This design comes from an exercise in tuning for small area, a short achievable clock period and few clock cycles on the open sky130 flow, not from production work.
In this exercise RTL edits were held to simulation tests only and were not proved equivalent to the original.
Power and IR drop assume default switching activity.

===== run.sh =====
#!/bin/bash
# synth_recipe.tcl (not shown) runs the flow's synth.tcl, then flattens the netlist and writes it again
# the make line also repeats each setting of config.mk as NAME=value (left out here)
make -C /OpenROAD-flow-scripts/flow DESIGN_CONFIG=/design/flow/config.mk WORK_HOME=/design/flow/orfs CLKGATE_MAP_FILE= SYNTH_SCRIPT=/design/flow/synth_recipe.tcl finish

===== config.mk =====
export PLATFORM = sky130hd
export DESIGN_NAME = raster_core_multirow
export DESIGN_NICKNAME = raster_core_multirow
export VERILOG_FILES = /design/flow/design.v
export SDC_FILE = /design/flow/constraint.sdc
export NUM_CORES = 4
export LEC_CHECK = 0
export CAP_MARGIN = 20
export CORE_MARGIN = 2
export CORE_UTILIZATION = 40
export SLEW_MARGIN = 20

===== constraint.sdc =====
create_clock -name core_clock -period 8.0 [get_ports {clk}]
set_input_delay 1.6000 -clock core_clock [delete_from_list [all_inputs] [get_ports {clk}]]
set_output_delay 1.6000 -clock core_clock [all_outputs]
set_load 0.01 [all_outputs]

===== design.v =====
module raster_core_multirow #(
   parameter int unsigned CORE_ID      = 3,
   parameter int unsigned NUM_ROWS     = 2,
   parameter int unsigned X_MAX        = 400,
   parameter int unsigned BRAM_LATENCY = 2,
   parameter logic [31:0] LAMBDA_ONE   = 32'h0001_0000,
   parameter int unsigned ADDR_W       = 10
) (
   input  logic              clk,
   input  logic              reset,
   input  logic              s_valid,
   input  logic [31:0]       s_data,
   output logic              s_ready,
   output logic              m_valid,
   input  logic              m_ready,
   output logic [15:0]       m_data,
   output logic              m_last,
   output logic              rch_en,
   output logic [ADDR_W-1:0] rch_addr,
   input  logic [31:0]       rch_data,
   output logic              wch_en,
   output logic [ADDR_W-1:0] wch_addr,
   output logic [31:0]       wch_data
);
   localparam int unsigned NPIX     = NUM_ROWS * X_MAX;
   localparam int unsigned ROW_BASE = CORE_ID * NUM_ROWS;
   localparam int unsigned JSH      = 5;             
   localparam int unsigned NW       = 32 + JSH + 1;  
   localparam int unsigned SW       = 8;             
   localparam int unsigned NSW      = 32 - SW;
   typedef enum logic [2:0] {
      M_RX,
      M_PREP,
      M_LOAD,
      M_INIT,
      M_RAST,
      M_DRAIN
   } mstate_t;
   typedef enum logic [1:0] {
      E_IDLE,
      E_CLEAR,
      E_WB
   } estate_t;
   mstate_t           ms_q;
   estate_t           es_q;
   logic [3:0]        wcnt_q;
   logic [2:0]        pc_q;
   logic              f6_q, f7_q, row_q, wbq_q;
   logic [11:0]       id_q;
   logic [31:0]       l0_q, l1_q, dx0_q, dx1_q, r0_q, r1_q;
   logic [15:0]       z_q, dz_q, rz_q;
   logic [8:0]        x_q;
   logic [ADDR_W-1:0] ra_q, need_q;
   logic [31:0]       c0_q, c1_q;
   logic [15:0]       cz_q;
   logic              skb_q;    
   logic              pls_q;    
   logic              fb0_q, fb1_q;  
   logic              lb_q;     
   logic              v2_q, v3_q;
   logic [15:0]       zp1_q, zp2_q, zp3_q;
   logic [ADDR_W-1:0] a2_q, a3_q;
   logic              m_valid_q, m_last_q;
   logic [12:0]       m_data_q;
   logic              rch_en_q, wch_en_q;
   logic [ADDR_W-1:0] rch_addr_q, wch_addr_q;
   logic [27:0]       wch_data_q;
   assign m_valid  = m_valid_q;
   assign m_data   = {3'(ROW_BASE >> 1), m_data_q};
   assign m_last   = m_last_q;
   assign rch_en   = rch_en_q;
   assign rch_addr = rch_addr_q;
   assign wch_en   = wch_en_q;
   assign wch_addr = wch_addr_q;
   assign wch_data = {4'b0, wch_data_q};
   logic              acc, prep_add, prep_swap, in_rast, in_init, in_load;
   logic [31:0]       sum0, sum1;
   logic [15:0]       sumz;
   logic [NW-1:0]     n0, n1;
   logic [15:0]       nz;
   logic [NSW-1:0]    ns;
   logic              fit0, fit1, ns_big, skb_d, pls_d;
   logic [32:0]       lsum;
   logic              cov, lbig, seg_skip, at_bnd, jump, to_bnd, x_end;
   logic              step, issue, trans, wb_drop, wb_take;
   logic [ADDR_W-1:0] pix_addr;
   logic              eng_free, s_ready_d;
   always_comb begin
      acc       = s_valid && s_ready_d;
      prep_add  = ms_q == M_PREP && pc_q != 3'd6 && pc_q != 3'd7;
      prep_swap = ms_q == M_PREP && pc_q == 3'd6;
      in_rast   = ms_q == M_RAST;
      in_init   = ms_q == M_INIT;
      in_load   = ms_q == M_LOAD;
      sum0 = l0_q + dx0_q;
      sum1 = l1_q + dx1_q;
      sumz = z_q + dz_q;
      lsum = {1'b0, l0_q} + {1'b0, l1_q};
      lbig = lsum > {1'b0, LAMBDA_ONE};
      cov  = !l0_q[31] && !l1_q[31] && !lbig;
      n0 = {{{(JSH+1){c0_q[31]}}, c0_q[31:JSH]} + {dx0_q[31], dx0_q}, c0_q[JSH-1:0]};
      n1 = {{{(JSH+1){c1_q[31]}}, c1_q[31:JSH]} + {dx1_q[31], dx1_q}, c1_q[JSH-1:0]};
      nz = {cz_q[15:JSH] + dz_q[15-JSH:0], cz_q[JSH-1:0]};
      ns = NSW'($signed(c0_q[31:SW])) + NSW'($signed(c1_q[31:SW])) +
           NSW'($signed(dx0_q[31:SW-JSH])) + NSW'($signed(dx1_q[31:SW-JSH]));
      fit0   = n0[NW-1:31] == '0 || n0[NW-1:31] == '1;
      fit1   = n1[NW-1:31] == '0 || n1[NW-1:31] == '1;
      ns_big = ns > NSW'(LAMBDA_ONE >> SW) && ns < NSW'(-4);
      skb_d = (c0_q[31] && fit0 && n0[NW-1]) ||
              (c1_q[31] && fit1 && n1[NW-1]) ||
              ((in_init ? !l0_q[31] && !l1_q[31] && lbig : pls_q) &&
               fit0 && fit1 && !n0[31] && !n1[31] && ns_big);
      pls_d = !n0[31] && !n1[31] && ns_big;
      seg_skip = (fb0_q && l0_q[31] && c0_q[31]) ||
                 (fb1_q && l1_q[31] && c1_q[31]) ||
                 (fb0_q && fb1_q && lb_q && pls_q);
      at_bnd   = x_q[JSH-1:0] == '0;
      x_end    = x_q >= 9'(X_MAX);
      jump     = in_rast && !x_end && (at_bnd ? skb_q : seg_skip);
      step     = in_rast && !x_end && !jump;
      issue    = step && cov;
      to_bnd   = jump || (step && x_q[JSH-1:0] == '1);
      trans    = in_rast && x_end && !row_q && f7_q;
      pix_addr = row_q ? ADDR_W'(x_q) + ADDR_W'(X_MAX) : ADDR_W'(x_q);
      eng_free = es_q == E_IDLE && !wbq_q;
      wb_drop  = es_q == E_WB && v3_q && m_valid_q && !m_ready;
      wb_take  = es_q == E_WB && v3_q && !wb_drop;
      s_ready_d = ms_q == M_RX && !(wcnt_q == 4'd0 && wbq_q);
   end
   assign s_ready = s_ready_d;
   logic unused_d;
   assign unused_d = ^{rch_data[31:28], s_data[19:13], lsum[32]};
   always_ff @(posedge clk) begin
      if (acc && wcnt_q == 4'd0) begin
         id_q <= s_data[31:20];
         f6_q <= !s_data[12] && s_data[5:0] <= 6'(ROW_BASE) &&
                 s_data[11:6] >= 6'(ROW_BASE);
         f7_q <= !s_data[12] && s_data[5:0] <= 6'(ROW_BASE + 1) &&
                 s_data[11:6] >= 6'(ROW_BASE + 1);
      end
      if (acc && wcnt_q == 4'd1)                 l0_q <= s_data;
      else if (prep_add || step)                  l0_q <= sum0;
      else if (in_load || in_init || jump)                   l0_q <= c0_q;
      if (acc && wcnt_q == 4'd2)                 l1_q <= s_data;
      else if (prep_add || step)                  l1_q <= sum1;
      else if (in_load || in_init || jump)                   l1_q <= c1_q;
      if (acc && wcnt_q == 4'd7)                 z_q  <= s_data[15:0];
      else if (prep_add || step)                  z_q  <= sumz;
      else if (in_load || in_init || jump)                   z_q  <= cz_q;
      if (acc && wcnt_q == 4'd3)                 r0_q <= s_data;
      else if (prep_swap)                         r0_q <= sum0;
      if (acc && wcnt_q == 4'd5)                 r1_q <= s_data;
      else if (prep_swap)                         r1_q <= sum1;
      if (acc && wcnt_q == 4'd8)                 rz_q <= s_data[15:0];
      else if (prep_swap)                         rz_q <= sumz;
      if (acc && wcnt_q == 4'd4)                 dx0_q <= s_data;
      else if (prep_swap)                         dx0_q <= r0_q;
      if (acc && wcnt_q == 4'd6)                 dx1_q <= s_data;
      else if (prep_swap)                         dx1_q <= r1_q;
      if (acc && wcnt_q == 4'd9)                 dz_q  <= s_data[15:0];
      else if (prep_swap)                         dz_q  <= rz_q;
      if (prep_swap) begin
         c0_q <= l0_q;
         c1_q <= l1_q;
         cz_q <= z_q;
      end else if (trans) begin
         c0_q <= r0_q;
         c1_q <= r1_q;
         cz_q <= rz_q;
      end else if (in_init || to_bnd) begin
         c0_q <= n0[31:0];
         c1_q <= n1[31:0];
         cz_q <= nz;
      end
      if (in_init || to_bnd) begin
         pls_q <= pls_d;
         fb0_q <= fit0;
         fb1_q <= fit1;
      end
      if (in_init || in_rast)
         skb_q <= skb_d;
      lb_q <= step && !l0_q[31] && !l1_q[31] && lbig;
      if (ms_q == M_PREP && pc_q == 3'd7 && eng_free) begin
         row_q <= 1'b0;
         x_q   <= f6_q ? 9'd0 : 9'(X_MAX);
      end else if (trans) begin
         row_q <= 1'b1;
         x_q   <= '0;
      end else if (jump) begin
         x_q   <= {x_q[8:JSH] + 4'd1, JSH'(0)};
      end else if (step) begin
         x_q   <= x_q + 9'd1;
      end
      zp1_q <= z_q;
      zp2_q <= zp1_q;
      zp3_q <= zp2_q;
      a2_q  <= rch_addr_q;
      a3_q  <= a2_q;
      rch_addr_q <= es_q != E_WB ? pix_addr : (wb_drop ? need_q : ra_q);
      wch_addr_q <= es_q == E_CLEAR ? ra_q : (es_q == E_WB ? need_q : a3_q);
      wch_data_q <= es_q == E_IDLE ? {id_q, zp3_q} : '0;
      if (wb_take) begin
         m_data_q <= {need_q >= ADDR_W'(X_MAX), rch_data[27:16]};
         m_last_q <= need_q == ADDR_W'(NPIX - 1);
      end
   end
   always_ff @(posedge clk) begin
      if (reset) begin
         ms_q      <= M_RX;
         es_q      <= E_CLEAR;
         wcnt_q    <= '0;
         pc_q      <= '0;
         wbq_q     <= 1'b0;
         ra_q      <= '0;
         need_q    <= '0;
         v2_q      <= 1'b0;
         v3_q      <= 1'b0;
         m_valid_q <= 1'b0;
         rch_en_q  <= 1'b0;
         wch_en_q  <= 1'b0;
      end else begin
         v2_q     <= rch_en_q && !wb_drop;
         v3_q     <= v2_q && !wb_drop;
         rch_en_q <= issue;
         wch_en_q <= v3_q && es_q == E_IDLE && zp3_q > rch_data[15:0];
         case (ms_q)
            M_RX: begin
               if (acc) begin
                  if (wcnt_q == 4'd9) begin
                     wcnt_q <= '0;
                     if (f6_q || f7_q) begin
                        pc_q <= '0;
                        ms_q <= M_PREP;
                     end
                  end else begin
                     wcnt_q <= wcnt_q + 4'd1;
                  end
               end
            end
            M_PREP: begin
               if (pc_q != 3'd7)
                  pc_q <= pc_q + 3'd1;
               else if (eng_free)
                  ms_q <= f6_q ? M_INIT : M_RAST;
            end
            M_LOAD: ms_q <= M_INIT;    
            M_INIT: ms_q <= M_RAST;    
            M_RAST: begin
               if (x_end)
                  ms_q <= (!row_q && f7_q) ? M_LOAD : M_DRAIN;
            end
            default: begin    
               if (!rch_en_q && !v2_q)
                  ms_q <= M_RX;
            end
         endcase
         if (m_valid_q && m_ready)
            m_valid_q <= 1'b0;
         case (es_q)
            E_CLEAR: begin
               wch_en_q <= 1'b1;
               if (ra_q == ADDR_W'(NPIX - 1)) begin
                  ra_q <= '0;
                  es_q <= E_IDLE;
               end else begin
                  ra_q <= ra_q + ADDR_W'(1);
               end
            end
            E_WB: begin
               if (wb_drop) begin
                  rch_en_q <= 1'b1;
                  ra_q     <= need_q + ADDR_W'(1);
               end else begin
                  if (v3_q) begin
                     m_valid_q <= 1'b1;
                     wch_en_q  <= 1'b1;
                     need_q    <= need_q + ADDR_W'(1);
                     if (need_q == ADDR_W'(NPIX - 1)) begin
                        ra_q   <= '0;
                        need_q <= '0;
                        es_q   <= E_IDLE;
                     end
                  end
                  if (ra_q < ADDR_W'(NPIX)) begin
                     rch_en_q <= 1'b1;
                     ra_q     <= ra_q + ADDR_W'(1);
                  end
               end
            end
            default: begin    
               if (wbq_q) begin
                  wbq_q <= 1'b0;
                  es_q  <= E_WB;
               end
            end
         endcase
         if (acc && wcnt_q == 4'd0 && s_data[12]) begin
            if (es_q == E_IDLE && !wbq_q)
               es_q <= E_WB;
            else
               wbq_q <= 1'b1;
         end
      end
   end
endmodule

==> results of run 1 <==
[registers in the layout (all words and copies together) (netlist names), 28 cells and up]
| signal | flops |
|---|---|
| l1_q | 32 |
| dx0_q | 32 |
| r1_q | 32 |
| l0_q | 32 |
| c0_q | 32 |
| c1_q | 32 |
| dx1_q | 32 |
| wch_data_q | 28 |
| r0_q | 32 |
[critical path, cell delays in order, from the launching register on]
cell and delay (ns):
edfxtp_1 0.48, inv_1 0.10, fa_1 0.52, fa_1 0.59
inv_1 0.06, ha_1 0.30, a211oi_1 0.32, o21ai_0 0.16
nand4_1 0.18, a21boi_1 0.16, o2111a_1 0.27, o31ai_1 0.39
mux2i_1 0.24, o2111ai_1 0.17, or4_4 0.57, nand3_2 0.22
o21ai_2 0.09
[kinds of logic after synthesis]
kind of cell	Yosys count	share of synthesized area, %
compound gates	1050	19.0
xor+xnor	166	4.20
fa+ha+maj	292	11.7
buf+inv	378	4.31
flops	517	40.3
mux	127	4.01
other cells	2	0.0217
simple gates	1222	16.4
[worst paths after layout]
check           start       end  slack [ns]
min reg2reg  zp2_q[1]  zp3_q[1]        0.32
max reg2reg  dx0_q[5]     skb_q        2.92
min          zp2_q[1]  zp3_q[1]        0.32
max          dx0_q[5]     skb_q        2.92
[placed cells by master (no fill, tap or decap), types with 61 or more instances in the layout]
cell and instances:
ha_1 239, nor2_1 344, xnor2_1 99, nand3_1 68
inv_1 202, nand2_1 419, edfxtp_1 361, a21o_1 79
dfxtp_1 156, xor2_1 67, o21ai_0 262, a31oi_1 64
clkbuf_16 61, clkdlybuf4s50_1 129, a21oi_1 314, mux2_2 93
[area by class of cell]
| type | instances | area, µm² |
|---|---|---|
| sequential | 517 | 14000 |
| fill | 8081 | 46600 |
| multi-input combinational | 2864 | 19300 |
| clock inverter | 32 | 310 |
| tap | 1144 | 1430 |
| timing repair buffer | 171 | 1610 |
| inverter | 202 | 758 |
| clock buffer | 72 | 1590 |
[layer usage]
metal  vias to the layer above  wire, µm  global-route usage (%)  part of all wire (%)
met5                         -         0                       0                     0
met4                         0      2870                    6.33                   2.7
met3                       164      7550                    2.49                   7.0
met2                      1000     50100                    39.5                    46
met1                     13700     47600                    32.9                    44
li1                      13700         -                       -                     -
[power by group through the flow]
stage	combinational, mW	clock (mW)	sequential (mW)
floorplan	0.375	0	3.04
global placement	0.658	0	3.04
detailed placement	0.663	0	3.04
CTS	0.666	2.76	2.99
global route	0.731	2.85	2.99
finish	0.664	2.70	2.99
[per-stage QoR]
step                      hold WS [ns]  power, mW
after floorplan                  0.310       3.42
after global placement           0.310       3.70
after detailed placement         0.312       3.71
after CTS                        0.324       6.41
after global routing             0.326       6.58
final                            0.321       6.35
==> impl_metrics.tcl, run 1 <==
set metrics [dict create \
    synth_cells 3754 \
    drv_slew 0 \
    synth_most_common_cell "nand2_1" \
    synth_common_cells "423 x nand2_1, 361 x edfxtp_1, 346 x nor2_1" \
    fin_crit_ns 5.08 \
    io_pins 141 \
    synth_warnings 1 \
    grt_pass1_wl_mm 164 \
    n_antenna_cell 0 \
    tightest_slew_ns 1.07 \
    r2r_cells 16 \
    dr_total_vias 28600 \
    p_sw_mw 1.60 \
    fp.dieW_um 298 \
    placed_cell_area_mm2 0.0371 \
    syn_area_mm2 0.0346 \
    layout.cells.non_filler 5002 \
    grt_pass1_vias 27100 \
    ant_nets 0 \
    startpoint_type "flip-flop" \
    drt-initial-drc-count 2757 \
    via_per_inst 5.72 \
    switching_share_pct 25.2 \
    drt-total-wl_mm 108 \
    post-route-drc-count 0 \
    layout-drive-gt1-share_pct 7.70 \
    cts-root-buf "clkbuf_16" \
    wire_per_inst_um 21.6 \
    cp.required_ns 8.38 \
    crit_fanout 5 \
    synth-async-reset-ratio_pct 0 \
    comb_power_share_pct 10.4 \
    cts_tree "built" \
    fmax_mhz 197 \
    final_area_mm2 0.0390 \
    drt-pass1-iter-count 6 \
    post_cts_buffers 0 \
    max_slew_margin_pct 28.7 \
    crit_arrival_ns 5.46 \
    synth-seq-area-share_pct 40.3 \
    grt_overflow_total 0 \
    synth.area.top_cells "edfxtp_1 31%, dfxtp_1 9.0%, ha_1 8.6%" \
    period_share_pct 63.5 \
    gp_congestion 0.931 \
    avgSynthCellArea_um2 9.23 \
    synth_top_cell_area_share_pct 31.3 \
    start_util_pct 40.5 \
    nets 4174 \
    postCtsResizedCells 0 \
    hpwl_mm 77.2 \
    synthFlopType "edfxtp_1" \
    p_int_mw 4.75 \
    numCtsBuffers 58 \
    clkLatencyLatePin_ns 0.64 \
    ir_drop_uv 178 \
    antenna_found_initial 2 \
    placed_cells 4898 \
    die_height_um 298 \
    final_hold_viol_count 0 \
    synth_edf_count 361 \
    powerDensity_mw_per_mm2 163 \
    p_leak_nw 15.3 \
    synth_seq_cells 517 \
    finalSetupTns_ns 0 \
    clock-sinks 517 \
    yosysUniqueCellTypes 97 \
    rsz0062_at_grt "no" \
    postLayoutCoreUtil_pct 45.5 \
    power_frac_seq_pct 47.0 \
    status "timing/DRC/antenna clean" \
    cts_hold_buf 0 \
    clock_skew_ns 0.0272 \
    cts-htree-levels 2 \
    fin_ws_ns 2.92 \
    setup_viol 0 \
    hold_depth 0 \
    critPathCaptureType "flip-flop" \
    area_growth_pct 12.5 \
    core.rowCount 107 \
    hp-class "reg -> reg" \
    drv_cap 0 \
    clock_path_buffers 3 \
    core_area_mm2 0.0855 \
    cts.clk_slew.worst_paths_ns 0.06 \
    io_buffers 129 \
    clkPwrFrac_pct 42.6 \
    grt_max_degree 77 \
    path_class "reg -> reg" \
    grt_use_total_pct 23.7 \
    yosysTopAreaCell "edfxtp_1" \
    die-area_mm2 0.0890 \
    pre_cts_ws_ns 2.97 \
]
Testbench counts, summed over its fixed seeds: cycles 89,085.
==> inputs of run 2 (changes only) <==
--- a/design.v
+++ b/design.v
@@ -28,4 +28,2 @@
    localparam int unsigned NW       = 32 + JSH + 1;  
-   localparam int unsigned SW       = 8;             
-   localparam int unsigned NSW      = 32 - SW;
    typedef enum logic [2:0] {
@@ -34,2 +32,3 @@
       M_LOAD,
+      M_LOAD2,
       M_INIT,
@@ -59,2 +58,4 @@
    logic              lb_q;     
+   logic [31:0]       cs_q;     
+   logic [31-JSH:0]   dxs_q;    
    logic              v2_q, v3_q;
@@ -75,3 +76,3 @@
    assign wch_data = {4'b0, wch_data_q};
-   logic              acc, prep_add, prep_swap, in_rast, in_init, in_load;
+   logic              acc, prep_add, prep_swap, in_rast, in_init, in_load, cs_load;
    logic [31:0]       sum0, sum1;
@@ -80,3 +81,3 @@
    logic [15:0]       nz;
-   logic [NSW-1:0]    ns;
+   logic [31:0]       ns;
    logic              fit0, fit1, ns_big, skb_d, pls_d;
@@ -86,3 +87,25 @@
    logic [ADDR_W-1:0] pix_addr;
-   logic              eng_free, s_ready_d;
+   logic              eng_free, s_ready_d, s_ready_q;
+   function automatic logic [32:0] add33(input logic [32:0] a, input logic [32:0] b,
+                                         input logic ci);
+      logic [32:0] p, g, pp, gg, gn, pn;
+      p = a ^ b;
+      g = a & b;
+      g[0] = g[0] | (p[0] & ci);
+      pp = p;
+      gg = g;
+      for (int d = 1; d < 33; d = d * 2) begin
+         gn = gg;
+         pn = pp;
+         for (int i = 0; i < 33; i++) begin
+            if ((i / d) % 2 == 1) begin
+               gn[i] = gg[i] | (pp[i] & gg[(i / d) * d - 1]);
+               pn[i] = pp[i] & pp[(i / d) * d - 1];
+            end
+         end
+         gg = gn;
+         pp = pn;
+      end
+      add33 = p ^ {gg[31:0], ci};
+   endfunction
    always_comb begin
@@ -94,5 +117,6 @@
       in_load   = ms_q == M_LOAD;
-      sum0 = l0_q + dx0_q;
-      sum1 = l1_q + dx1_q;
-      sumz = z_q + dz_q;
+      cs_load   = ms_q == M_LOAD2 || (ms_q == M_PREP && pc_q == 3'd7);
+      sum0 = 32'(add33(33'(l0_q), 33'(dx0_q), 1'b0));
+      sum1 = 32'(add33(33'(l1_q), 33'(dx1_q), 1'b0));
+      sumz = 16'(add33(33'(z_q), 33'(dz_q), 1'b0));
       lsum = {1'b0, l0_q} + {1'b0, l1_q};
@@ -100,13 +124,14 @@
       cov  = !l0_q[31] && !l1_q[31] && !lbig;
-      n0 = {{{(JSH+1){c0_q[31]}}, c0_q[31:JSH]} + {dx0_q[31], dx0_q}, c0_q[JSH-1:0]};
-      n1 = {{{(JSH+1){c1_q[31]}}, c1_q[31:JSH]} + {dx1_q[31], dx1_q}, c1_q[JSH-1:0]};
-      nz = {cz_q[15:JSH] + dz_q[15-JSH:0], cz_q[JSH-1:0]};
-      ns = NSW'($signed(c0_q[31:SW])) + NSW'($signed(c1_q[31:SW])) +
-           NSW'($signed(dx0_q[31:SW-JSH])) + NSW'($signed(dx1_q[31:SW-JSH]));
+      n0 = {add33({{(JSH+1){c0_q[31]}}, c0_q[31:JSH]}, {dx0_q[31], dx0_q}, 1'b0),
+            c0_q[JSH-1:0]};
+      n1 = {add33({{(JSH+1){c1_q[31]}}, c1_q[31:JSH]}, {dx1_q[31], dx1_q}, 1'b0),
+            c1_q[JSH-1:0]};
+      nz = {11'(add33(33'(cz_q[15:JSH]), 33'(dz_q[15-JSH:0]), 1'b0)), cz_q[JSH-1:0]};
+      ns = {27'(add33(33'(cs_q[31:JSH]), 33'(dxs_q), 1'b0)), cs_q[JSH-1:0]};
       fit0   = n0[NW-1:31] == '0 || n0[NW-1:31] == '1;
       fit1   = n1[NW-1:31] == '0 || n1[NW-1:31] == '1;
-      ns_big = ns > NSW'(LAMBDA_ONE >> SW) && ns < NSW'(-4);
+      ns_big = ns > LAMBDA_ONE;
       skb_d = (c0_q[31] && fit0 && n0[NW-1]) ||
               (c1_q[31] && fit1 && n1[NW-1]) ||
-              ((in_init ? !l0_q[31] && !l1_q[31] && lbig : pls_q) &&
+              (pls_q &&
                fit0 && fit1 && !n0[31] && !n1[31] && ns_big);
@@ -127,7 +152,34 @@
       wb_take  = es_q == E_WB && v3_q && !wb_drop;
-      s_ready_d = ms_q == M_RX && !(wcnt_q == 4'd0 && wbq_q);
+      s_ready_d = s_ready_q;
    end
-   assign s_ready = s_ready_d;
    logic unused_d;
    assign unused_d = ^{rch_data[31:28], s_data[19:13], lsum[32]};
+   mstate_t           ms_n;
+   logic [3:0]        wcnt_n;
+   logic              wbq_n;
+   always_comb begin
+      ms_n   = ms_q;
+      wcnt_n = wcnt_q;
+      case (ms_q)
+         M_RX: begin
+            if (acc) begin
+               wcnt_n = wcnt_q == 4'd9 ? 4'd0 : wcnt_q + 4'd1;
+               if (wcnt_q == 4'd9 && (f6_q || f7_q))
+                  ms_n = M_PREP;
+            end
+         end
+         M_PREP:  if (pc_q == 3'd7 && eng_free) ms_n = f6_q ? M_INIT : M_RAST;
+         M_LOAD:  ms_n = M_LOAD2;    
+         M_LOAD2: ms_n = M_INIT;     
+         M_INIT:  ms_n = M_RAST;     
+         M_RAST:  if (x_end) ms_n = (!row_q && f7_q) ? M_LOAD : M_DRAIN;
+         default: if (!rch_en_q && !v2_q) ms_n = M_RX;    
+      endcase
+      wbq_n = wbq_q;
+      if (es_q == E_IDLE && wbq_q)
+         wbq_n = 1'b0;
+      if (acc && wcnt_q == 4'd0 && s_data[12] && !(es_q == E_IDLE && !wbq_q))
+         wbq_n = 1'b1;
+   end
+   assign s_ready = s_ready_q;
    always_ff @(posedge clk) begin
@@ -174,4 +226,12 @@
       end
-      if (in_init || to_bnd) begin
+      dxs_q <= (32-JSH)'(add33(33'(dx0_q), 33'(dx1_q), 1'b0));
+      if (cs_load)
+         cs_q <= lsum[31:0];
+      else if (in_init || to_bnd)
+         cs_q <= ns;
+      if (cs_load)
+         pls_q <= !l0_q[31] && !l1_q[31] && lbig;
+      else if (in_init || to_bnd)
          pls_q <= pls_d;
+      if (in_init || to_bnd) begin
          fb0_q <= fit0;
@@ -212,2 +272,3 @@
          pc_q      <= '0;
+         s_ready_q <= 1'b1;
          wbq_q     <= 1'b0;
@@ -225,33 +286,10 @@
          wch_en_q <= v3_q && es_q == E_IDLE && zp3_q > rch_data[15:0];
-         case (ms_q)
-            M_RX: begin
-               if (acc) begin
-                  if (wcnt_q == 4'd9) begin
-                     wcnt_q <= '0;
-                     if (f6_q || f7_q) begin
-                        pc_q <= '0;
-                        ms_q <= M_PREP;
-                     end
-                  end else begin
-                     wcnt_q <= wcnt_q + 4'd1;
-                  end
-               end
-            end
-            M_PREP: begin
-               if (pc_q != 3'd7)
-                  pc_q <= pc_q + 3'd1;
-               else if (eng_free)
-                  ms_q <= f6_q ? M_INIT : M_RAST;
-            end
-            M_LOAD: ms_q <= M_INIT;    
-            M_INIT: ms_q <= M_RAST;    
-            M_RAST: begin
-               if (x_end)
-                  ms_q <= (!row_q && f7_q) ? M_LOAD : M_DRAIN;
-            end
-            default: begin    
-               if (!rch_en_q && !v2_q)
-                  ms_q <= M_RX;
-            end
-         endcase
+         ms_q      <= ms_n;
+         wcnt_q    <= wcnt_n;
+         wbq_q     <= wbq_n;
+         s_ready_q <= ms_n == M_RX && !(wcnt_n == 4'd0 && wbq_n);
+         if (ms_q == M_RX)
+            pc_q <= '0;
+         else if (ms_q == M_PREP && pc_q != 3'd7)
+            pc_q <= pc_q + 3'd1;
          if (m_valid_q && m_ready)
@@ -290,14 +328,8 @@
             default: begin    
-               if (wbq_q) begin
-                  wbq_q <= 1'b0;
-                  es_q  <= E_WB;
-               end
+               if (wbq_q)
+                  es_q <= E_WB;
             end
          endcase
-         if (acc && wcnt_q == 4'd0 && s_data[12]) begin
-            if (es_q == E_IDLE && !wbq_q)
-               es_q <= E_WB;
-            else
-               wbq_q <= 1'b1;
-         end
+         if (acc && wcnt_q == 4'd0 && s_data[12] && es_q == E_IDLE && !wbq_q)
+            es_q <= E_WB;
       end
--- a/config.mk
+++ b/config.mk
@@ -10,2 +10,3 @@
 export CORE_UTILIZATION = 40
+export SETUP_SLACK_MARGIN = 4.0
 export SLEW_MARGIN = 20
==> impl_metrics.tcl, run 2 <==
set metrics [dict create \
    grt_max_degree 71 \
    drv_cap 0 \
    via_per_inst 5.70 \
    syn_area_mm2 0.0336 \
    avgSynthCellArea_um2 10.1 \
    path_class "reg -> reg" \
    critical_path.top_delay_family "simple AND/OR/NAND/NOR gates" \
    clock-sinks 577 \
    status "timing/DRC/antenna clean" \
    io_buffers 129 \
    synth_common_cells "423 x nand2_1, 393 x edfxtp_1, 295 x nor2_1" \
    drt-total-wl_mm 103 \
    synth-async-reset-ratio_pct 0 \
    final_common_cell "nand2_1" \
    clkLatencyLatePin_ns 0.62 \
    drv_slew 0 \
    clock_skew_ns 0.0166 \
    wire_per_inst_um 22.4 \
    synth_edf_count 393 \
    powerDensity_mw_per_mm2 185 \
    area_growth_pct 15.4 \
    rsz0062_at_grt "yes" \
    nets 3823 \
    synth_top_cell_area_share_pct 35.1 \
    synth_cells 3346 \
    gp_congestion 0.900 \
    grt_overflow_total 0 \
    fp.dieW_um 294 \
    crit_path_cell_trace "ha_2 > fa_2 > a211oi_4 > o21ai_2 > and2_4 > o21ai_4 > nand2b_1 > fa_2 > xnor2_1 > nand4_1 > nor4b_4 > a21boi_2 > nor4_2 > nand4b_1 > o41a_1 > and2_1 > a31o_1" \
    p_leak_nw 15.3 \
    ir_drop_uv 143 \
    layout-drive-gt1-share_pct 10.3 \
    drt-pass1-iter-count 5 \
    start_util_pct 40.3 \
    ant_nets 0 \
    hpwl_mm 68.5 \
    fmax_mhz 234 \
    cp.buffers_inverters 0 \
    synth_warnings 1 \
    synth-seq-area-share_pct 46.0 \
    die_height_um 294 \
    max_slew_margin_pct 26.9 \
    antenna_found_initial 2 \
    fin_crit_ns 4.28 \
    cts_tree "built" \
    cts.clk_slew.worst_paths_ns 0.06 \
    post-route-drc-count 0 \
    timing.hold.ws_ns 0.318 \
    path_common_cell "fa_2" \
    synth_most_common_cell "nand2_1" \
    critPathCaptureType "flip-flop" \
    numCtsBuffers 66 \
    cpPeakStageDelay_ns 0.37 \
    yosysUniqueCellTypes 83 \
    grt_pass1_vias 25500 \
    cts-htree-levels 3 \
    setup_viol 0 \
    die-area_mm2 0.0864 \
    cp.required_ns 8.36 \
    hp-class "reg -> reg" \
    core.rowCount 106 \
    crit_fanout 2 \
    synth.area.top_cells "edfxtp_1 35%, dfxtp_1 11%, ha_1 9.7%" \
    cts-root-buf "clkbuf_16" \
    synth_seq_cells 577 \
    finalSetupTns_ns 0 \
    crit_arrival_ns 4.64 \
    final_hold_viol_count 0 \
    synthFlopType "edfxtp_1" \
    startpoint_type "flip-flop" \
    clock_path_buffers 3 \
    grt_pass1_wl_mm 154 \
    core_area_mm2 0.0834 \
    yosysTopAreaCell "edfxtp_1" \
    tightest_slew_ns 1.10 \
    io_pins 141 \
    slowest_stage "edfxtp_1" \
    layout_common_cells "417 x nand2_1, 393 x edfxtp_1, 289 x nor2_1" \
    period_share_pct 53.5 \
    grt_use_total_pct 23.4 \
    drt-initial-drc-count 2224 \
    dr_total_vias 26200 \
]
==> run 2: cell types whose count changed in the layout (fill, tap and decap cells not counted), sizes merged, moves of 15 or more <==
cell    change
o21ai      -92
inv        -91
a21oi      -72
nor2       -51
edfxtp     +32
dfxtp      +28
nand2b     -24
ha         +21
a211oi     -19
buf        +18
nor3       -17
clkbuf     +16
nor2b      -15
==> run 2: layout make-up <==
| type | instances | area (µm²) |
|---|---|---|
| Fill cell | 7746 | 44600 |
| Multi-Input combinational cell | 2510 | 17500 |
| Sequential cell | 577 | 15500 |
| Clock buffer | 88 | 1870 |
| Timing Repair Buffer | 189 | 1750 |
| Tap cell | 1080 | 1350 |
| Inverter | 112 | 420 |
| Clock inverter | 34 | 373 |
| Antenna cell | 1 | 2.50 |
==> run 2: final timing paths <==
kind / start / to / slack, ns / depth (start not counted)
setup / recovery: cs_q[5] / pls_q / 3.72 / 17
hold / removal: zp2_q[6] / zp3_q[6] / 0.32 / 0
setup reg to reg: cs_q[5] / pls_q / 3.72 / 17
hold reg to reg: zp2_q[6] / zp3_q[6] / 0.32 / 0
==> run 2: cell families (layout without fill, tap and decap cells) <==
| logic type | Yosys count | count (layout) | share of synthesized area [%] |
|---|---|---|---|
| adders and majority gates | 300 | 300 | 12.0 |
| buffers and inverters | 266 | 423 | 3.05 |
| other | 2 | 8 | 0.0223 |
| and+or+nand+nor | 1070 | 1071 | 14.4 |
| muxes | 128 | 128 | 4.17 |
| xor gates and xnor gates | 188 | 188 | 4.90 |
| AOI/OAI and AO/OA | 815 | 816 | 15.4 |
| DFF | 577 | 577 | 46.0 |
==> run 2: what timing repair did <==
item / in CTS / in global routing
gates resized for setup: 24 / 33
pin swaps: 10 / 26
gates cloned: 1 / 1
endpoints found under the setup margin: 67 / 98
setup buffers: 6 / 12
hold buffers: 0 / 0
==> run 2: metal layers <==
| layer | global-route usage [%] | share of wire [%] | wire length, µm |
|---|---|---|---|
| met4 | 8.20 | 3.5 | 3620 |
| met2 | 37.2 | 46 | 47000 |
| met1 | 32.4 | 44 | 45100 |
| met5 | 0 | 0.017 | 18 |
| met3 | 3.66 | 7.0 | 7160 |
==> run 2: through the flow <==
step | utilization (%) | setup slack, ns | cells | area (µm²) | power (mW)
final | 46.5 | 3.72 | 4591 | 38800 | 7.18
after global routing | 46.5 | 3.57 | 4590 | 38800 | 7.43
after CTS | 46.2 | 3.60 | 4576 | 38500 | 7.22
after detailed placement | 43.3 | 3.26 | 4447 | 36100 | 4.06
after global placement | 43.3 | 3.31 | 4447 | 36100 | 4.05
after floorplan | - | 4.04 | 3351 | 33700 | 3.77
==> run 2: power breakdown <==
| part | internal, mW | switching [mW] | total, mW |
|---|---|---|---|
| clock network | 1.86 | 1.31 | 3.16 |
| logic | 0.295 | 0.405 | 0.700 |
| registers | 3.26 | 0.0592 | 3.32 |
| total | 5.41 | 1.77 | 7.18 |
Testbench counts of run 2, summed over its fixed seeds: cycles 89,220.
==> inputs of run 3 (changes only) <==
--- a/config.mk
+++ b/config.mk
@@ -10,3 +10,3 @@
 export CORE_UTILIZATION = 40
-export SETUP_SLACK_MARGIN = 4.0
+export SETUP_SLACK_MARGIN = 4.6
 export SLEW_MARGIN = 20
==> impl_metrics.tcl, run 3 <==
set metrics [dict create \
    status "timing/DRC/antenna clean" \
    synth.mux.area_fraction_pct 4.17 \
    rrSetupSlack_ns 3.74 \
    dr_total_vias 26800 \
    fin_crit_ns 4.26 \
    crit_fanout 2 \
    grt_pass1_vias 25900 \
    p_int_mw 5.38 \
    synth_top_cell_area_share_pct 35.1 \
    synth_edf_count 393 \
    path_class "reg -> reg" \
    wire_per_inst_um 22.2 \
    synth_cells 3346 \
    setup_viol 0 \
    met2_length_mm 47.2 \
    nets 3929 \
    synth_xor_area_share_pct 4.90 \
    finalSetupTns_ns 0 \
    hold_start "zp1_q[2]" \
    power_frac_seq_pct 46.3 \
    tightest_slew_ns 0.983 \
    ant_nets 0 \
    critPathCaptureType "flip-flop" \
    synth-seq-area-share_pct 46.0 \
    startpoint_type "flip-flop" \
    r2r_cells 17 \
    area_growth_pct 21.0 \
    grt_pass1_wl_mm 156 \
    drv_cap 0 \
    core.rowCount 106 \
    avgSynthCellArea_um2 10.1 \
    p_sw_mw 1.78 \
    yosysUniqueCellTypes 83 \
    fin_ws_ns 3.74 \
    fp.dieW_um 294 \
    regToRegStartpoint "cs_q[5]" \
    cts-root-buf "clkbuf_16" \
    antenna_found_initial 6 \
    wl_met1_mm 45.1 \
    drt-total-wl_mm 104 \
    n_antenna_cell 0 \
    cts.clk_slew.worst_paths_ns 0.06 \
    ir_drop_uv 145 \
    layout_common_cells "409 x nand2_1, 393 x edfxtp_1, 287 x nor2_1" \
    post-route-drc-count 0 \
    cp.required_ns 8.34 \
    grt_use_total_pct 23.7 \
    grt_overflow_total 0 \
    synth_warnings 1 \
    synth-compound-area-share_pct 15.4 \
    crit_arrival_ns 4.60 \
    synth_common_cells "423 x nand2_1, 393 x edfxtp_1, 295 x nor2_1" \
    grt_max_degree 70 \
    fmax_mhz 235 \
    comb_power_share_pct 10.6 \
    die_height_um 294 \
    numCtsBuffers 66 \
    cts-htree-levels 3 \
    cts_tree "built" \
    max_slew_margin_pct 34.4 \
    via_per_inst 5.71 \
    synth_top_family_by_area "compound AO/OA/AOI/OAI gates" \
    drt-pass1-iter-count 5 \
    drv_slew 0 \
    n_fill_cell 7533 \
    final_common_cell "nand2_1" \
    period_share_pct 53.2 \
    hpwl_mm 67.4 \
    syn_area_mm2 0.0336 \
    layout-drive-gt1-share_pct 16.2 \
    clock_skew_ns 0.0217 \
    clock-sinks 577 \
    pre_cts_ws_ns 3.37 \
    synth_seq_cells 577 \
    synth-async-reset-ratio_pct 0 \
    clkPwrFrac_pct 43.1 \
    synth.area.top_cells "edfxtp_1 35%, dfxtp_1 11%, ha_1 9.7%" \
    die-area_mm2 0.0864 \
    rsz0062_at_grt "yes" \
    hold_depth 0 \
    final_hold_viol_count 0 \
    powerDensity_mw_per_mm2 176 \
    synthAdderAreaFrac_pct 12.0 \
    io_pins 141 \
    wl_met3_mm 7.94 \
    drt-initial-drc-count 2353 \
    synthFlopType "edfxtp_1" \
    clkLatencyLatePin_ns 0.62 \
    switching_share_pct 24.9 \
    synth_most_common_cell "nand2_1" \
    top_layer_used "met5" \
    yosys.area_share.simple_pct 14.4 \
    r2r_end "skb_q" \
    yosysTopAreaCell "edfxtp_1" \
    io_buffers 129 \
    clock_path_buffers 3 \
    p_leak_nw 16.0 \
    core_area_mm2 0.0834 \
    hold_end "zp2_q[2]" \
    gp_congestion 0.886 \
    start_util_pct 40.3 \
    hp-class "reg -> reg" \
]
## run 3: changes by cell type in the layout (fill, tap and decap cells not counted), sizes merged, moves of 2 or more
cell      change
buf         +103
clkbuf        +2
clkinvlp      -2
inv           -2
## run 3: cells by family (layout without fill, tap and decap cells)
| family | after synthesis | count (layout) |
|---|---|---|
| other | 2 | 7 |
| DFF | 577 | 577 |
| AOI/OAI and AO/OA | 815 | 817 |
| buffers and inverters | 266 | 524 |
| and+or+nand+nor | 1070 | 1073 |
| muxes | 128 | 128 |
| adders and majority gates | 300 | 300 |
| xor gates and xnor gates | 188 | 188 |
## run 3: per-stage QoR
| step | power (mW) | hold WS, ns | cell area [µm²] | cells | util, % |
|---|---|---|---|---|---|
| 3_3_place_gp | 4.05 | 0.310 | 36100 | 4445 | 43.3 |
| 5_1_grt | 7.41 | 0.329 | 40700 | 4694 | 48.8 |
| 3_5_place_dp | 4.06 | 0.312 | 36100 | 4445 | 43.3 |
| 2_1_floorplan | 3.77 | 0.310 | 33700 | 3351 | - |
| 4_1_cts | 7.16 | 0.319 | 39600 | 4641 | 47.4 |
| 6_report | 7.17 | 0.321 | 40700 | 4694 | 48.8 |
## run 3: worst max-delay path: stages, from the launching register on
cell and delay, ns:
edfxtp_1 0.37, ha_2 0.18, fa_2 0.37, a211oi_4 0.24, o21ai_2 0.08, and2_4 0.16
o21ai_2 0.14, nand2b_1 0.08, fa_1 0.49, nor4_1 0.19, nand4_1 0.18, nor4b_4 0.34
a21boi_2 0.11, nor4_2 0.19, nand4b_1 0.16, o41a_1 0.37, a32oi_1 0.21, o21ai_0 0.12
## run 3: per-layer routing
metal	GRT usage (%)	vias up
met5	0	-
met4	9.38	6
met3	3.74	211
met2	37.4	1061
met1	32.4	13000
li1	-	12600
## run 3: worst max-delay path by stage
| stage | from | end | slack (ns) | cells past startpoint |
|---|---|---|---|---|
| 2_1_floorplan | cs_q[5] | pls_q | 4.07 | 17 |
| 3_3_place_gp | cs_q[5] | skb_q | 3.34 | 17 |
| 3_5_place_dp | cs_q[5] | skb_q | 3.37 | 17 |
| 4_1_cts | cs_q[5] | skb_q | 3.74 | 17 |
| 5_1_grt | cs_q[5] | skb_q | 3.53 | 17 |
| 6_report | cs_q[5] | skb_q | 3.74 | 17 |
## run 3: layout make-up
class	instances	area, µm²	area share (%)
well taps	1080	1350	3.32
inverters	112	420	1.03
clock buffers	90	1840	4.52
flip-flops and latches	577	15500	38.1
multi-input cells	2513	18600	45.6
repair buffers	292	2690	6.62
clock inverters	30	319	0.784
## run 3: what timing repair did
| action | 4_1_cts | 5_1_grt |
|---|---|---|
| endpoints found under the setup margin | 360 | 373 |
| pin swaps | 73 | 119 |
| gates resized for setup | 148 | 161 |
| buffers inserted | 72 | 52 |
| hold buffers | 0 | 0 |
| gates cloned | 4 | 1 |
## run 3: power by group through the flow
stage	combinational, mW	sequential (mW)	clock, mW
after detailed placement	0.672	3.38	0
after global routing	0.837	3.32	3.25
after global placement	0.667	3.38	0
final	0.762	3.32	3.09
after CTS	0.712	3.32	3.13
after floorplan	0.394	3.38	0
==> inputs of run 4 (changes only) <==
--- a/config.mk
+++ b/config.mk
@@ -10,3 +10,3 @@
 export CORE_UTILIZATION = 40
-export SETUP_SLACK_MARGIN = 4.6
+export SETUP_SLACK_MARGIN = 5.0
 export SLEW_MARGIN = 20
==> impl_metrics.tcl, run 4 <==
set metrics [dict create \
    wire_per_inst_um 23.3 \
    fp.dieW_um 294 \
    yosysTopAreaCell "edfxtp_1" \
    synth_warnings 1 \
    setup_viol 0 \
    nets 4005 \
    synthFlopType "edfxtp_1" \
    clock-sinks 577 \
    layout-drive-gt1-share_pct 21.5 \
    synth_most_common_cell "nand2_1" \
    dr_total_vias 27500 \
    grt_pass1_vias 26200 \
    yosysUniqueCellTypes 83 \
    cts_hold_buf 0 \
    final_common_cell "nand2_1" \
    p_sw_mw 1.82 \
    clkPwrFrac_pct 42.9 \
    avgSynthCellArea_um2 10.1 \
    numCtsBuffers 66 \
    crit_fanout 2 \
    io_pins 141 \
    cp.required_ns 8.37 \
    ant_nets 0 \
    grt_max_degree 55 \
    drt-initial-drc-count 2665 \
    final_hold_viol_count 0 \
    synth_cells 3346 \
    cpPeakStageDelay_ns 0.39 \
    critical_path.top_delay_family "simple AND/OR/NAND/NOR gates" \
    die_height_um 294 \
    powerDensity_mw_per_mm2 170 \
    clock_path_buffers 3 \
    synth_common_cells "423 x nand2_1, 393 x edfxtp_1, 295 x nor2_1" \
    core.rowCount 106 \
    path_common_cell "o21ai_2" \
    drv_slew 0 \
    switching_share_pct 25.2 \
    clock_skew_ns 0.0183 \
    n_fill_cell 7414 \
    synth.area.top_cells "edfxtp_1 35%, dfxtp_1 11%, ha_1 9.7%" \
    drt-total-wl_mm 111 \
    fmax_mhz 230 \
    rsz0062_at_grt "yes" \
    period_share_pct 54.4 \
    status "timing/DRC/antenna clean" \
    max_slew_margin_pct 29.6 \
    syn_area_mm2 0.0336 \
    area_growth_pct 26.0 \
    synth_edf_count 393 \
    cts-htree-levels 3 \
    crit_path_cell_trace "ha_2 > fa_2 > a211oi_4 > o21ai_2 > and2_4 > o21ai_2 > nand2b_1 > fa_1 > xnor2_1 > nand4_1 > nor4b_4 > a21boi_2 > nor4_2 > nand4b_1 > o41a_1 > and2_1 > a31o_1" \
    die-area_mm2 0.0864 \
    cts-root-buf "clkbuf_16" \
    cts_tree "built" \
    slowest_stage "fa_2" \
    synth-seq-area-share_pct 46.0 \
    io_buffers 129 \
    synth_seq_cells 577 \
    synth_top_cell_area_share_pct 35.1 \
    synth-async-reset-ratio_pct 0 \
    cp.buffers_inverters 0 \
    start_util_pct 40.3 \
    critPathCaptureType "flip-flop" \
    path_class "reg -> reg" \
    fin_ws_ns 3.65 \
    gp_congestion 0.891 \
    power_frac_seq_pct 46.1 \
    antenna_found_initial 6 \
    core_area_mm2 0.0834 \
    fin_crit_ns 4.35 \
    startpoint_type "flip-flop" \
    comb_power_share_pct 11.0 \
    ir_drop_uv 145 \
    hp-class "reg -> reg" \
    tightest_slew_ns 1.05 \
    p_leak_nw 16.9 \
    grt_use_total_pct 24.5 \
    finalSetupTns_ns 0 \
    grt_pass1_wl_mm 161 \
    post-route-drc-count 0 \
    grt_overflow_total 0 \
    crit_arrival_ns 4.72 \
    cts.clk_slew.worst_paths_ns 0.06 \
    pre_cts_ws_ns 3.29 \
    p_int_mw 5.39 \
    hpwl_mm 68.6 \
    clkLatencyLatePin_ns 0.63 \
    layout_common_cells "402 x nand2_1, 393 x edfxtp_1, 279 x nor2_1" \
    drv_cap 0 \
    via_per_inst 5.76 \
    drt-pass1-iter-count 6 \
]
-- run 4: cell counts after synthesis --
No cell type changed its count.
-- run 4: power by group through the flow --
stage	clock, mW	combinational, mW	sequential [mW]
final	3.10	0.792	3.32
after global placement	0	0.677	3.38
after detailed placement	0	0.684	3.39
after floorplan	0	0.410	3.38
after CTS	3.14	0.739	3.32
after global routing	3.25	0.859	3.33
-- run 4: metrics by stage --
step | instances | instance area, µm² | utilization, % | hold WS, ns | power, mW
final | 4774 | 42400 | 50.8 | 0.307 | 7.21
after global routing | 4772 | 42400 | 50.8 | 0.319 | 7.43
after CTS | 4690 | 40700 | 48.8 | 0.310 | 7.20
after detailed placement | 4439 | 36300 | 43.6 | 0.312 | 4.07
after global placement | 4439 | 36300 | 43.6 | 0.310 | 4.06
after floorplan | 3351 | 34100 | - | 0.310 | 3.79
-- run 4: layer usage --
metal | track usage [%] | share of wire [%] | vias to the layer above
met5 | 0 | 0.031 | -
met4 | 10.2 | 4.6 | 6
met3 | 3.59 | 8.6 | 258
met2 | 38.2 | 45 | 1152
met1 | 34.1 | 42 | 13300
li1 | - | - | 12700
-- run 4: cell families after synthesis --
family                     count (synthesis)  synth area share (%)
buffers and inverters                    266                  3.05
other                                      2                0.0223
and+or+nand+nor                         1070                  14.4
adders and majority gates                300                  12.0
muxes                                    128                  4.17
xor gates and xnor gates                 188                  4.90
DFF                                      577                  46.0
AOI/OAI and AO/OA                        815                  15.4
-- run 4: final cells by class --
class / instances / area, µm² / share of cell area (%)
clock inverter: 26 / 239 / 0.564
sequential: 577 / 15500 / 36.6
antenna: 2 / 5.00 / 0.0118
clock buffer: 96 / 1940 / 4.58
multi-input combinational: 2517 / 19400 / 45.9
timing repair buffer: 364 / 3470 / 8.20
inverter: 112 / 430 / 1.02
tap: 1080 / 1350 / 3.19
-- run 4: repair_timing --
action / CTS / global route
endpoints found under the setup margin: 718 / 451
hold endpoints to repair: 0 / 0
setup buffers: 124 / 75
pin swaps: 189 / 157
gates resized for setup: 362 / 214
cloned: 5 / 7
-- run 4: final timing paths --
kind	to	from	cells after the start	slack [ns]
worst min register to register	a3_q[9]	a2_q[9]	0	0.31
worst min-delay path	a3_q[9]	a2_q[9]	0	0.31
worst max-delay path	pls_q	cs_q[5]	17	3.65
worst max register to register	pls_q	cs_q[5]	17	3.65
==> inputs of run 5 (changes only) <==
--- a/config.mk
+++ b/config.mk
@@ -10,3 +10,2 @@
 export CORE_UTILIZATION = 40
-export SETUP_SLACK_MARGIN = 5.0
 export SLEW_MARGIN = 20
==> impl_metrics.tcl, run 5 <==
set metrics [dict create \
    status "timing/DRC/antenna clean" \
    synth_seq_cells 577 \
    synth.area.top_cells "edfxtp_1 35%, dfxtp_1 11%, ha_1 9.7%" \
    crit_fanout 4 \
    synth_common_cells "423 x nand2_1, 393 x edfxtp_1, 295 x nor2_1" \
    layout.cells.non_filler 4574 \
    setup_viol 0 \
    p_leak_nw 15.2 \
    gp_congestion 0.893 \
    synth-seq-area-share_pct 46.0 \
    yosysTopAreaCell "edfxtp_1" \
    avgSynthCellArea_um2 10.1 \
    cts_hold_buf 0 \
    rsz0062_at_grt "no" \
    io_buffers 129 \
    die-area_mm2 0.0864 \
    critical_path.top_delay_family "simple AND/OR/NAND/NOR gates" \
    synth_warnings 1 \
    layout-drive-gt1-share_pct 8.33 \
    dr_total_vias 26000 \
    ant_nets 0 \
    synth-async-reset-ratio_pct 0 \
    clkLatencyLatePin_ns 0.62 \
    drt-total-wl_mm 100 \
    final_hold_viol_count 0 \
    drv_cap 0 \
    crit_path_cell_trace "ha_1 > fa_1 > a211oi_1 > o21ai_0 > and2_1 > o21ai_0 > nand2b_1 > fa_1 > nor4_1 > nand4_1 > nor4b_1 > a21boi_0 > nor4_1 > nand4b_1 > o41a_1 > and2_1 > a31o_1" \
    clock_path_buffers 3 \
    area_growth_pct 14.2 \
    post-route-drc-count 0 \
    powerDensity_mw_per_mm2 188 \
    crit_arrival_ns 5.52 \
    hpwl_mm 68.4 \
    placed_cells 4448 \
    path_class "reg -> reg" \
    start_util_pct 40.3 \
    cts.clk_slew.worst_paths_ns 0.06 \
    grt_use_total_pct 23.1 \
    period_share_pct 64.4 \
    antenna_found_initial 2 \
    startpoint_type "flip-flop" \
    postCtsResizedCells 0 \
    numCtsBuffers 68 \
    cts_tree "built" \
    synth_edf_count 393 \
    drt-initial-drc-count 2209 \
    synth_top_cell_area_share_pct 35.1 \
    finalSetupTns_ns 0 \
    die_height_um 294 \
    grt_overflow_total 0 \
    postLayoutCoreUtil_pct 46.1 \
    grt_max_degree 63 \
    post_cts_buffers 0 \
    ir_drop_uv 139 \
    core_area_mm2 0.0834 \
    nets 3805 \
    core.rowCount 106 \
    fin_crit_ns 5.16 \
    layout_common_cells "417 x nand2_1, 393 x edfxtp_1, 291 x nor2_1" \
    critPathCaptureType "flip-flop" \
    yosysUniqueCellTypes 83 \
    max_slew_margin_pct 26.0 \
    cpPeakStageDelay_ns 0.47 \
    slowest_stage "fa_1" \
    clock-sinks 577 \
    cts-htree-levels 3 \
    drv_slew 0 \
    cts-root-buf "clkbuf_16" \
    syn_area_mm2 0.0336 \
    synth_cells 3346 \
    drt-pass1-iter-count 6 \
    cp.buffers_inverters 0 \
    final_common_cell "nand2_1" \
    hp-class "reg -> reg" \
    cp.required_ns 8.36 \
    grt_pass1_wl_mm 152 \
    clock_skew_ns 0.0250 \
    tightest_slew_ns 1.11 \
    via_per_inst 5.68 \
    synthFlopType "edfxtp_1" \
    fmax_mhz 194 \
    grt_pass1_vias 24900 \
    wire_per_inst_um 21.9 \
    io_pins 141 \
    synth_most_common_cell "nand2_1" \
    fp.dieW_um 294 \
]
## run 5: cell counts after synthesis
No cell type changed its count.
## run 5: worst paths after layout
| path | slack (ns) | start | endpoint | depth (start not counted) |
|---|---|---|---|---|
| worst max-delay path | 2.84 | cs_q[5] | pls_q | 17 |
| worst min-delay path | 0.32 | zp2_q[14] | zp3_q[14] | 0 |
| worst max register to register | 2.84 | cs_q[5] | pls_q | 17 |
| worst min register to register | 0.32 | zp2_q[14] | zp3_q[14] | 0 |
## run 5: layer usage
metal	track usage, %	routed length (µm)	up-vias	part of all wire [%]
met4	7.72	3300	2	3.3
li1	-	-	12300	-
met2	36.6	45600	893	45
met1	32.4	44600	12600	44
met5	0	8	-	0.0080
met3	3.17	6790	173	6.8
## run 5: cell type report
class / instances / area [µm²]
timing repair buffer: 171 / 1610
inverter: 112 / 420
antenna: 1 / 2.50
fill: 7854 / 45000
clock inverter: 30 / 350
multi-input combinational: 2508 / 17200
clock buffer: 95 / 1960
tap: 1080 / 1350
sequential: 577 / 15500
## run 5: cell families (layout without fill, tap and decap cells)
logic type	after synthesis	after routing	synth area share, %
other	2	8	0.0223
AOI/OAI and AO/OA	815	815	15.4
xor gates and xnor gates	188	188	4.90
buffers and inverters	266	408	3.05
DFF	577	577	46.0
adders and majority gates	300	300	12.0
and+or+nand+nor	1070	1070	14.4
muxes	128	128	4.17
## run 5: worst reg2reg max path: cells and delay by family (launching register included)
family,cells,cell delay [ns]
AO/OA/AOI/OAI,6,1.65
adder cells (fa/ha/maj),3,1.11
flip-flops,1,0.36
AND/OR/NAND/NOR,8,1.78
## run 5: stage by stage
stage,instance area (µm²),power [mW],setup slack [ns],hold WS (ns)
2_1_floorplan,33600,3.77,3.32,0.310
3_3_place_gp,36100,4.05,2.95,0.311
3_5_place_dp,36100,4.06,2.92,0.312
4_1_cts,38400,7.29,2.86,0.325
5_1_grt,38400,7.46,2.42,0.327
6_report,38400,7.24,2.84,0.322
## run 5: power breakdown
| group | leakage (nW) | internal [mW] | switching (mW) |
|---|---|---|---|
| Clock | 1.14 | 1.94 | 1.30 |
| Sequential | 5.11 | 3.26 | 0.0596 |
| Combinational | 8.91 | 0.285 | 0.395 |
| Total | 15.2 | 5.49 | 1.75 |
==> inputs of run 6 (changes only) <==
--- a/design.v
+++ b/design.v
@@ -110,2 +110,29 @@
    endfunction
+   function automatic logic ns_gt_one(input logic [31:0] cs, input logic [26:0] dx);
+      logic [10:0] al, bl;
+      logic [15:0] ah, bh;
+      logic [10:0] g, p;
+      logic        c, zl, zh, eh;
+      al = cs[15:5];
+      bl = dx[10:0];
+      ah = cs[31:16];
+      bh = dx[26:11];
+      g = al & bl;
+      p = al | bl;
+      c = 1'b0;
+      for (int i = 0; i < 11; i++)
+         c = g[i] | (p[i] & c);
+      zl = !(al[0] ^ bl[0]);
+      for (int i = 1; i < 11; i++)
+         zl = zl && ((al[i] ^ bl[i]) == (al[i-1] | bl[i-1]));
+      zh = 1'b1;
+      eh = (ah[1] ^ bh[1]) == (ah[0] & bh[0]);
+      for (int i = 1; i < 16; i++)
+         zh = zh && ((ah[i] ^ bh[i]) == (ah[i-1] | bh[i-1]));
+      for (int i = 2; i < 16; i++)
+         eh = eh && ((ah[i] ^ bh[i]) == (ah[i-1] | bh[i-1]));
+      zh = zh && ((ah[0] ^ bh[0]) == c);
+      eh = eh && zl && ((ah[0] ^ bh[0]) != (al[10] | bl[10])) && cs[4:0] == '0;
+      ns_gt_one = !(zh || eh);
+   endfunction
    always_comb begin
@@ -132,3 +159,3 @@
       fit1   = n1[NW-1:31] == '0 || n1[NW-1:31] == '1;
-      ns_big = ns > LAMBDA_ONE;
+      ns_big = ns_gt_one(cs_q, dxs_q);
       skb_d = (c0_q[31] && fit0 && n0[NW-1]) ||
--- a/config.mk
+++ b/config.mk
@@ -9,3 +9,4 @@
 export CORE_MARGIN = 2
-export CORE_UTILIZATION = 40
+export CORE_UTILIZATION = 60
+export SETUP_SLACK_MARGIN = 4.0
 export SLEW_MARGIN = 20
==> impl_metrics.tcl, run 6 <==
set metrics [dict create \
    status "timing/DRC/antenna clean" \
    hpwl_mm 67.7 \
    synth.area.top_cells "edfxtp_1 34%, dfxtp_1 11%, ha_1 10%" \
    synth-seq-area-share_pct 45.2 \
    power.total_mw 7.13 \
    synth_cells 3442 \
    hp-class "reg -> reg" \
    path_class "reg -> reg" \
    grt_use_total_pct 33.1 \
    cts.clk_slew.worst_paths_ns 0.06 \
    gp_congestion 0.927 \
    cp.required_ns 8.32 \
    synthFlopType "edfxtp_1" \
    start_util_pct 60.7 \
    crit_arrival_ns 4.43 \
    hold_end "zp2_q[1]" \
    fmax_mhz 243 \
    pre_cts_ws_ns 3.21 \
    yosysTopAreaCell "edfxtp_1" \
    synth_common_cells "437 x nand2_1, 393 x edfxtp_1, 338 x nor2_1" \
    final_area_mm2 0.0390 \
    numCtsBuffers 66 \
    io_buffers 129 \
    avgSynthCellArea_um2 9.95 \
    n_fill_cell 4341 \
    ir_drop_uv 193 \
    nets 3951 \
    synth_most_common_cell "nand2_1" \
    ant_nets 0 \
    layout_common_cells "429 x nand2_1, 393 x edfxtp_1, 335 x nor2_1" \
    crit_path_cell_trace "ha_2 > inv_2 > fa_2 > nor2b_2 > o31a_1 > o211a_1 > o31a_1 > a31oi_4 > o21ai_1 > buf_4 > a221oi_4 > o21ai_1 > o41a_1 > xnor2_1 > mux2i_1 > a21oi_1" \
    hold_depth 0 \
    rrSetupSlack_ns 3.89 \
    hold_start "zp1_q[1]" \
    layout-drive-gt1-share_pct 10.4 \
    final_common_cell "nand2_1" \
    grt_max_degree 66 \
    synth_top_cell_area_share_pct 34.5 \
    cts-root-buf "clkbuf_16" \
    core_area_mm2 0.0564 \
    slowest_stage "edfxtp_1" \
    drt-total-wl_mm 98.2 \
    r2r_cells 16 \
    rsz0062_at_grt "yes" \
    wire_per_inst_um 22.5 \
    setup_viol 0 \
    r2r_end "l0_q[31]" \
    fin_ws_ns 3.89 \
    clock_skew_ns 0.0256 \
    core.rowCount 87 \
    regToRegStartpoint "l0_q[0]" \
    tightest_slew_ns 1.00 \
    grt_pass1_wl_mm 152 \
    crit_fanout 4 \
    drv_slew 0 \
    drv_cap 0 \
    max_slew_margin_pct 33.1 \
    grt_pass1_vias 26800 \
    drt-initial-drc-count 2451 \
    cpPeakStageDelay_ns 0.46 \
    die-area_mm2 0.0590 \
    die_height_um 243 \
    final_hold_viol_count 0 \
    syn_area_mm2 0.0342 \
    drt-pass1-iter-count 6 \
    cts_tree "built" \
    critPathCaptureType "flip-flop" \
    placed_cell_area_mm2 0.0362 \
    period_share_pct 51.4 \
    dr_total_vias 26900 \
    p_leak_nw 15.7 \
    finalSetupTns_ns 0 \
    antenna_found_initial 1 \
    fp.dieW_um 243 \
    cts_hold_buf 0 \
    io_pins 141 \
    area_growth_pct 14.1 \
    synth_warnings 1 \
    yosysUniqueCellTypes 87 \
    clkLatencyLatePin_ns 0.61 \
    fin_crit_ns 4.11 \
    synth_seq_cells 577 \
    post-route-drc-count 0 \
    clock_path_buffers 3 \
    startpoint_type "flip-flop" \
    powerDensity_mw_per_mm2 183 \
    synth_edf_count 393 \
    synth-async-reset-ratio_pct 0 \
    clock-sinks 577 \
    via_per_inst 6.16 \
    cts-htree-levels 3 \
    grt_overflow_total 0 \
]
==> run 6: timing repair <==
action	CTS	global route
setup endpoints to repair	201	107
setup buffers	20	13
resized for setup	39	34
endpoints found under the hold margin	0	0
cloned	0	0
pin swaps	21	39
==> run 6: kinds of logic (layout without fill, tap and decap cells) <==
group / after synthesis / after routing / synth area share, %
other cells: 2 / 8 / 0.0219
compound gates: 776 / 776 / 14.2
fa+ha+maj: 326 / 326 / 12.8
mux: 142 / 142 / 4.50
buf+inv: 303 / 466 / 3.44
xor+xnor: 220 / 220 / 5.63
flops: 577 / 577 / 45.2
simple gates: 1096 / 1096 / 14.2
==> run 6: critical path: cells and delay by family, from the launching register on <==
kind | cells | cell delay (ns)
multiplexers | 1 | 0.15
flip-flops | 1 | 0.46
AO/OA/AOI/OAI | 9 | 2.31
buffers and inverters | 2 | 0.24
adder cells (fa/ha/maj) | 2 | 0.45
AND/OR/NAND/NOR | 1 | 0.05
XOR/XNOR | 1 | 0.18
==> run 6: cell type report <==
cell class                      count  area [µm²]  area share (%)
Tap cell                          756         946            2.42
Clock buffer                       92        1950            4.99
Sequential cell                   577       15500            39.7
Inverter                          150         563            1.44
Multi-Input combinational cell   2567       18000            46.2
Clock inverter                     28         229           0.586
Antenna cell                        1        2.50         0.00641
Timing Repair Buffer              196        1840            4.72
==> run 6: where the power goes <==
| group | switching (mW) | internal (mW) | leakage (nW) |
|---|---|---|---|
| Combinational | 0.419 | 0.320 | 9.56 |
| Clock | 1.25 | 1.80 | 1.09 |
| Sequential | 0.0660 | 3.28 | 5.02 |
| Total | 1.74 | 5.40 | 15.7 |
==> run 6: how the worst max path moves through the flow <==
stage,startpoint,to,slack (ns),cells past startpoint
floorplan,s_valid,dx1_q[0],4.16,4
global placement,s_valid,r0_q[14],3.27,7
detailed placement,s_valid,r0_q[5],3.21,7
CTS,l0_q[0],pls_q,4.00,14
global route,l0_q[0],pls_q,3.86,14
finish,l0_q[0],l0_q[31],3.89,16
==> run 6: layer usage <==
| layer | up-vias | GRT usage, % | wire length [µm] |
|---|---|---|---|
| li1 | 12500 | - | - |
| met1 | 13000 | 45.2 | 41300 |
| met2 | 1203 | 53.0 | 45400 |
| met3 | 222 | 5.99 | 8320 |
| met4 | 0 | 11.6 | 3170 |
| met5 | - | 0 | 0 |
==> run 6: stage by stage <==
step | hold WS, ns | util [%] | instances
final | 0.321 | 69.2 | 4367
after global routing | 0.326 | 69.2 | 4367
after CTS | 0.323 | 68.8 | 4352
after detailed placement | 0.312 | 64.2 | 4212
after global placement | 0.311 | 64.2 | 4211
after floorplan | 0.310 | - | 3447
Testbench counts of run 6, summed over its fixed seeds: cycles 89,220.
==> inputs of run 7 (changes only) <==
--- a/config.mk
+++ b/config.mk
@@ -9,3 +9,3 @@
 export CORE_MARGIN = 2
-export CORE_UTILIZATION = 60
+export CORE_UTILIZATION = 40
 export SETUP_SLACK_MARGIN = 4.0
==> impl_metrics.tcl, run 7 <==
set metrics [dict create \
    status "timing/DRC/antenna clean" \
    power.total_mw 7.30 \
    finalSetupTns_ns 0 \
    synth.area.top_cells "edfxtp_1 34%, dfxtp_1 11%, ha_1 10%" \
    synth_seq_cells 577 \
    path_class "reg -> reg" \
    fmax_mhz 246 \
    grt_overflow_total 0 \
    max_slew_margin_pct 30.5 \
    ir_drop_uv 136 \
    p_leak_nw 15.7 \
    slowest_stage "edfxtp_1" \
    comb_power_share_pct 10.0 \
    clkLatencyLatePin_ns 0.64 \
    placed_cell_area_mm2 0.0367 \
    drt-pass1-iter-count 6 \
    core_area_mm2 0.0850 \
    synth_most_common_cell "nand2_1" \
    switching_share_pct 25.3 \
    postLayoutCoreUtil_pct 46.6 \
    yosysUniqueCellTypes 87 \
    grt_max_degree 66 \
    grt_pass1_vias 25200 \
    hp-class "reg -> reg" \
    clock_skew_ns 0.0338 \
    gp_congestion 0.871 \
    numCtsBuffers 70 \
    synth_top_cell_area_share_pct 34.5 \
    area_growth_pct 15.7 \
    wire_per_inst_um 20.6 \
    grt_pass1_wl_mm 149 \
    cts-htree-levels 3 \
    fp.dieW_um 297 \
    power_frac_seq_pct 45.7 \
    hold_end "zp3_q[5]" \
    rsz0062_at_grt "yes" \
    final_hold_viol_count 0 \
    cp.required_ns 8.48 \
    drv_slew 0 \
    cpPeakStageDelay_ns 0.50 \
    crit_arrival_ns 4.54 \
    layout_common_cells "425 x nand2_1, 393 x edfxtp_1, 335 x nor2_1" \
    clock_path_buffers 3 \
    rrSetupSlack_ns 3.93 \
    period_share_pct 50.8 \
    tightest_slew_ns 1.04 \
    synth_cells 3442 \
    drt-total-wl_mm 97.9 \
    final_area_mm2 0.0396 \
    crit_fanout 5 \
    hold_start "zp2_q[5]" \
    hold_depth 0 \
    p_sw_mw 1.85 \
    drv_cap 0 \
    via_per_inst 5.48 \
    synth_common_cells "437 x nand2_1, 393 x edfxtp_1, 338 x nor2_1" \
    hpwl_mm 67.3 \
    r2r_end "skb_q" \
    r2r_cells 15 \
    cts.clk_slew.worst_paths_ns 0.06 \
    n_fill_cell 7936 \
    clkPwrFrac_pct 44.3 \
    drt-initial-drc-count 2108 \
    grt_use_total_pct 22.2 \
    antenna_found_initial 0 \
    startpoint_type "flip-flop" \
    core.rowCount 107 \
    setup_viol 0 \
    synth_edf_count 393 \
    regToRegStartpoint "dx1_q[0]" \
    critical_path.top_delay_family "compound AO/OA/AOI/OAI gates" \
]
-- run 7: area by class of cell --
class | count | area (µm²) | share of cell area, %
inverter | 150 | 563 | 1.42
sequential | 577 | 15500 | 39.1
tap | 1144 | 1430 | 3.61
multi-input combinational | 2567 | 18000 | 45.5
timing repair buffer | 192 | 1800 | 4.55
clock buffer | 96 | 1940 | 4.90
clock inverter | 34 | 374 | 0.944
-- run 7: routing by layer --
metal  vias up  part of all wire [%]  global-route usage, %
met4         0                   2.4                   6.25
met3       157                   7.1                   3.27
met5         -                     0                      0
li1      12500                     -                      -
met1     12500                    45                   30.6
met2       906                    46                   36.3
-- run 7: kinds of logic (layout without fill, tap and decap cells) --
group,after synthesis,in the layout,synth area share (%)
adder cells (fa/ha/maj),326,326,12.8
flip-flops,577,577,45.2
buffers and inverters,303,472,3.44
other,2,7,0.0219
XOR/XNOR,220,220,5.63
multiplexers,142,142,4.50
AO/OA/AOI/OAI,776,776,14.2
AND/OR/NAND/NOR,1096,1096,14.2
-- run 7: worst max path at each step --
stage	from	end	slack, ns	cells past startpoint
finish	dx1_q[0]	skb_q	3.93	15
CTS	dx1_q[0]	skb_q	3.84	15
global route	dx1_q[0]	skb_q	3.77	15
floorplan	s_valid	dx1_q[0]	4.16	4
detailed placement	s_valid	r0_q[1]	3.04	6
global placement	s_valid	r0_q[1]	3.14	6
-- run 7: repair_timing --
action                     CTS  global route
resized for setup           36            30
setup endpoints to repair  100           132
setup buffers               13            18
pin swaps                    7            17
-- run 7: power by group through the flow --
stage | sequential (mW) | combinational [mW] | clock (mW)
after floorplan | 3.41 | 0.390 | 0
after global placement | 3.40 | 0.708 | 0
after detailed placement | 3.40 | 0.713 | 0
after CTS | 3.34 | 0.725 | 3.29
after global routing | 3.35 | 0.804 | 3.41
final | 3.34 | 0.731 | 3.23
-- run 7: through the flow --
stage                     worst slack (ns)  cells
after detailed placement              3.04   4599
final                                 3.93   4760
after CTS                             3.84   4742
after floorplan                       4.16   3447
after global placement                3.14   4599
after global routing                  3.77   4760

Re-timed with assumed drivers on the ports (clkbuf_16 on the clock, buf_2 on other inputs), run 7 has 3.933 ns of setup slack against 3.933 ns with ideal ports, and 3.508 ns once port delays also move by the mid clock arrival of 0.684 ns.
